This is an optimization exercise on Yosys and OpenROAD, whose aim is small area, not a production implementation.
The RTL was checked by simulation tests, not by an equivalence proof against the original design.
No activity file was given, so power comes from the tool's default toggle rates.

==> flow/design.v (outline; a module is shown in full before it is edited, if it fits) <==
// module fp_mul_pipeline: 1256 lines
// module fa_cell: 4 lines
// module ha_cell: 4 lines
// module bsel_cell: 4 lines
// module xnor_cell: 3 lines
// module mux2i_cell: 3 lines
// module a21o_cell: 3 lines
// module a222oi_cell: 4 lines
// module or_cell: 3 lines
module fp_mul_pipeline (
  input  logic        clk,
  input  logic        rst_n,
  input  logic        valid_data_in,
  input  logic [31:0] in1,
  input  logic [31:0] in2,
  input  logic [2:0]  rounding_mode,
  output logic [31:0] out,
  output logic        overflow,
  output logic        underflow,
  output logic        inexact,
  output logic        invalid_operation,
  output logic        valid_data_out
);
  // ...
==> flow/flow/run.sh <==
#!/bin/bash
# Standard layout, with plain buf_1 cells as the port buffers and no dummy clock loads.
export BUFFER_PORTS_ARGS="-buffer_cell sky130_fd_sc_hd__buf_1"
export CTS_ARGS="-sink_clustering_enable -repair_clock_nets -buf_list sky130_fd_sc_hd__clkbuf_8 -dont_use_dummy_load"
bash standard.sh > standard.log 2>&1
==> flow/standard.sh <==
#!/bin/bash
# synth_recipe.tcl (not shown) runs the flow's synth.tcl, then flattens the netlist and writes it again
# the make line also repeats each setting of config.mk as NAME=value (left out here)
make -C /OpenROAD-flow-scripts/flow DESIGN_CONFIG=/design/flow/config.mk WORK_HOME=/design/flow/orfs CLKGATE_MAP_FILE= SYNTH_SCRIPT=/design/flow/synth_recipe.tcl "${@:-finish}"
==> flow/config.mk <==
export PLATFORM = sky130hd
export DESIGN_NAME = fp_mul_pipeline
export DESIGN_NICKNAME = fp_mul_pipeline
export VERILOG_FILES = /design/flow/design.v
export SDC_FILE = /design/flow/constraint.sdc
export NUM_CORES = 4
export LEC_CHECK = 0
export CAP_MARGIN = 5
export CELL_PAD_IN_SITES_DETAIL_PLACEMENT = 1
export CELL_PAD_IN_SITES_GLOBAL_PLACEMENT = 2
export CORE_MARGIN = 2
export CORE_UTILIZATION = 45
export CTS_BUF_LIST = sky130_fd_sc_hd__clkbuf_8
export PLACE_DENSITY = 0.6
export SLEW_MARGIN = 5
export SYNTH_HIERARCHICAL = 1
export SYNTH_MINIMUM_KEEP_SIZE = 0
==> flow/constraint.sdc <==
create_clock -name core_clock -period 8.0 [get_ports {clk}]
set_input_delay 1.6000 -clock core_clock [delete_from_list [all_inputs] [get_ports {clk}]]
set_output_delay 1.6000 -clock core_clock [all_outputs]
set_load 0.01 [all_outputs]
==> run notes, run 1 <==
- Status: timing/DRC/antenna clean
- Synth Area in Compound Gates: 23.8%
- Placement Setup Slack: 1440 ps
- Most flop-heavy register: out
- Synth area leaders: fa_1 (32%), a222oi_1 (16%), dfxtp_1 (15%)
- Cell Count, Final, Fillers Out: 2060
- Post-route antenna net violation count: 0
- Endpoints failing hold: 0
- Met2 usage: 51.3%
- Synth Warn #: 7
- Final Worst Setup Slack: 1290 ps
- Min-delay worst type: reg -> reg
- Crit path buf inv count: 0
- Reg area: 3420 µm²
- Dpl cells: 2043
- Sink Count: 161
- Seq_cells: 161
- Die area: 37600 µm²
- Power, Total: 10.0 mW
- Number of global-route vias before repair: 15700
- Most frequent cell after synthesis: a222oi_1
- Final wirelength: 64.7 mm
- Grt ovf: 0
- Worst reg2reg path endpoint: prn2[24]$_DFF_P_
- Seq pwr share: 14.2%
- Worst-margin pin slew: 1230 ps
- Inverters: 49
- Multi-input combinational area share: 70.6%
- Clk. pwr: 433 µW
- Antenna cells: 0
- Slowest stage delay, CP: 900 ps
- Layout cell share with drive strength beyond 1: 7.13%
- Die H: 194 µm
- Dominant synthesized flop cell: dfxtp_1
- Most frequent cells in the layout: a222oi_1 (264), fa_1 (260), dfxtp_1 (122), buf_1 (105), ha_1 (93)
- Max_slew headroom: 18.0%
==> run 2: changes to the inputs <==
--- a/flow/config.mk
+++ b/flow/config.mk
@@ -12,4 +12,5 @@
 export CORE_UTILIZATION = 45
 export CTS_BUF_LIST = sky130_fd_sc_hd__clkbuf_8
+export GPL_TIMING_DRIVEN = 0
 export PLACE_DENSITY = 0.6
 export SLEW_MARGIN = 5
==> run 2 against run 1 <==
  * Worst setup slack worse by 790 ps
  * First-iteration DRC count fell by 4.9%
  * Critical path depth up 2
==> run notes, run 2 <==
- Max_cap viols: 0
- Clk latency of the worst-skew pair: 480 ps
- VDD IR max: 0.536 mV
- Count of state elements after synthesis: 161
- GPL Wtd Cong: 0.928
- Top cells by count, synth: a222oi_1 (264), fa_1 (260), dfxtp_1 (122)
- Power, Total: 9.92 mW (-0.85%)
- Global-route wire length before repair: 92.3 mm
- Post-DP HPWL: 45.7 mm
- TritonCTS clock tree: built
- RSZ-0062 raised after global routing: false
- Most common cell after layout, fill and taps aside: a222oi_1
- CP Launch Type: flop
- Setup violators final: 0
- Residual DRC: 0
- Slowest stage delay, CP: 670 ps (-230 ps)
- Avg Synthesized Cell Area: 11.6 µm²
- Number of global-route vias before repair: 15500 (-0.86%)
- Post-synth top area cell: fa_1
- Slowest CP cell: nor2b_2
- Die area: 37600 µm² (unchanged)
- Area post-placement: 17900 µm²
- Clock Skew: 25.6 ps
- Worst r2r src: m2n[8]$_DFF_P_
- Crit path top cell by count: fa_1
- Worst EP arrival: 7790 ps
- Max Freq: 133 MHz
- Largest registers: out (32), prn2 (26), t3r (25)
- Post-synthesis sequential area ratio: 21.1%
- Initial Util: 45.6%
- Initial antenna violation count: 1
- Starting DRT DRC Count: 3175
- Max reg flops: 32
- Synth-to-Final Area Change: 11.8%
- Die W: 194 µm
- Most frequent cells in the layout: a222oi_1 (264), fa_1 (260), dfxtp_1 (121), buf_1 (105), ha_1 (93)
- Worst-margin pin slew: 1290 ps (+63.8 ps)
- Synth cell types: 68
- Async S/R FF share, synth: 24.2%
- Pwr per Cell Area: 546 nW/µm²
- Final wirelength: 59.3 mm (-8.4%)
- Worst Setup End Kind: flop
- Utilization of the core after routing: 51.0%
- # H-tree levels: 4
- Root buf cell: clkbuf_8
- Final Worst Setup Slack: 495 ps (-793 ps)
- Reg clk slew, reported paths: 80 ps
- Synthesized area: 16200 µm²
- Layout cell share with drive strength beyond 1: 7.66% (+0.53 points)
- Worst hold path startpoint: sg2$_DFF_P_
- Synth Warn #: 7 (unchanged)
- CP Max Fanout: 13
- Min-delay worst type: reg -> reg
- Pins Over Slew Limit: 0
- Synth area leaders: fa_1 (32%), a222oi_1 (16%), dfxtp_1 (15%)
- Most frequent cell after synthesis: a222oi_1
- CP Cell Sequence: nor2b_2 > buf_8 > a222oi_1 > fa_1 > fa_1 > fa_1 > fa_1 > fa_1 > ha_1 > a21oi_1 > o21ai_0 > a22oi_1 > a21oi_1 > a41oi_2 > nor3_2 > nor4b_2 > o31ai_1 > fa_1 > xnor2_1
- Critical Path Source: m2n[8]$_DFF_P_
- Period utilization: 93.8%
- Yosys top cell area share: 32.1%
- CP required: 8290 ps
- Synth Instances: 1402
- Core box area: 35600 µm²
- WL/cell: 29.0 µm
- Post-synth EDFFs: 0
- Setup TNS: 0 ps
- Drt first pass iters: 14
- Rows: 69
- Dominant synthesized flop cell: dfxtp_1
- Die H: 194 µm (unchanged)
- Endpoints failing hold: 0 (unchanged)
- Placement Setup Slack: 371 ps (-1060 ps)
- Post-route antenna net violation count: 0 (unchanged)
- Vias per inst: 7.11
- Kind of critical path: reg -> reg
- Filler Cells Inserted: 3890
- Total Nets Final: 2004
- Minimum clock period: 7510 ps
- Grt ovf: 0 (unchanged)
- Cell area after layout: 18200 µm²
- Most flop-heavy register: out
- Post CTS Setup Buffer Count: 0
- # IOs: 107
- Vias: 14500
- Largest net degree at the start of global routing: 40
- Max_slew headroom: 13.8% (-4.3 points)
- Leak: 6.84 nW
- Port bufs: 106
- GRT Util Overall: 31.7%
- CTS hold repair buffers: 0
- Sink Count: 161 (unchanged)
- TritonCTS Buffers: 17
- CTS Buffer Depth: 2
- Status: timing/DRC/antenna clean
[run 2: area by class of cell]
| type | instances | area (µm²) | share of cell area [%] |
|---|---|---|---|
| multi-input cells | 1204 | 12800 | 70.2 |
| flip-flops and latches | 161 | 3420 | 18.8 |
| repair buffers | 139 | 941 | 5.18 |
| well taps | 461 | 577 | 3.18 |
| clock buffers | 17 | 234 | 1.29 |
| inverters | 49 | 184 | 1.01 |
| plain buffers | 9 | 38.8 | 0.214 |
| diodes | 3 | 7.51 | 0.0414 |
[run 2: timing repair]
item                                    in CTS  in global routing
gates resized for setup                      0                  1
hold endpoints to repair                     0                  0
endpoints found under the setup margin       0                  1
[run 2: metrics by stage]
stage / instances / hold slack, ps
after CTS: 2040 / 316
final: 2043 / 312
after floorplan: 1423 / 310
after detailed placement: 2023 / 313
after global routing: 2040 / 316
after global placement: 1990 / 311
[run 2: final timing paths]
| path | slack, ps | endpoint | depth (start not counted) |
|---|---|---|---|
| setup reg to reg | 490 | prn2[25]$_DFF_P_ | 19 |
| hold reg to reg | 310 | out[31]$_DFF_PN0_ | 0 |
| min in group asynchronous | 1200 | out[27]$_DFF_PN0_ | 1 |
| setup / recovery | 490 | prn2[25]$_DFF_P_ | 19 |
| max in group asynchronous | 6280 | out[14]$_DFF_PN0_ | 1 |
| hold / removal | 310 | out[31]$_DFF_PN0_ | 0 |
[run 2: power by group]
| group | switching, mW | internal [mW] | total, mW |
|---|---|---|---|
| logic | 4.58 | 3.47 | 8.05 |
| clock network | 0.243 | 0.187 | 0.430 |
| registers | 0.300 | 1.14 | 1.44 |
| total | 5.12 | 4.80 | 9.92 |
[run 2: per-module statistics from Yosys (local to each module, per instance), a selection]
| module | cells inside | area, µm² |
|---|---|---|
| fp_mul_pipeline | 798 | 8040 |
| fa_cell | 1 | 20.0 |
| ha_cell | 1 | 12.5 |
| mux2i_cell | 1 | 10.0 |
| xnor_cell | 1 | 8.76 |
| a21o_cell | 1 | 7.51 |
| or_cell | 1 | 6.26 |
[run 2: cells by family (layout without fill, tap and decap cells)]
family | count (synthesis) | after routing | share of synthesized area, %
buffers and inverters | 58 | 214 | 1.37
adders and majority gates | 353 | 353 | 39.2
other | 1 | 25 | 0.0231
AOI/OAI and AO/OA | 439 | 439 | 23.8
and+or+nand+nor | 301 | 301 | 9.51
muxes | 25 | 25 | 1.54
xor gates and xnor gates | 64 | 64 | 3.45
DFF | 161 | 161 | 21.1
[run 2: routing by layer]
layer	GRT usage (%)	wire length [µm]	up-vias
met3	9.51	7810	127
met2	49.8	26600	1013
li1	-	-	6022
met4	10.8	1560	0
met1	41.8	23300	7356
met5	0	0	-
[run 2: worst max-delay path, delay by kind of cell (launching register included)]
family	cells	cell delay, ps
compound gates	7	1510
xor+xnor	1	570
fa+ha+maj	7	3310
buf+inv	1	240
flops	1	610
simple gates	3	1100

==> port drivers added, routing unchanged <==
In the flow no input, the clock included, has a driving cell. The finished layouts below were timed again as built, in two steps. Step 1 assumes that a clkbuf_16 drives the clock port and a buf_2 every other input. Step 2 times the ports against the registers' clock, not the clock port: input delays grow and output delays shrink by t, the midpoint of the rising clock arrivals with the driver on. Slacks: ideal ports / drivers / drivers and shift; pairs: ideal ports / drivers.
run | shift t [ns] | setup WS [ns] | worst slew at a driven data input, ns
run 1 | 0.528 | 1.288 / 1.288 / 1.288 | 0.04
run 2 | 0.517 | 0.495 / 0.495 / 0.495 | 0.03
After both steps setup and hold are still met in every run listed.
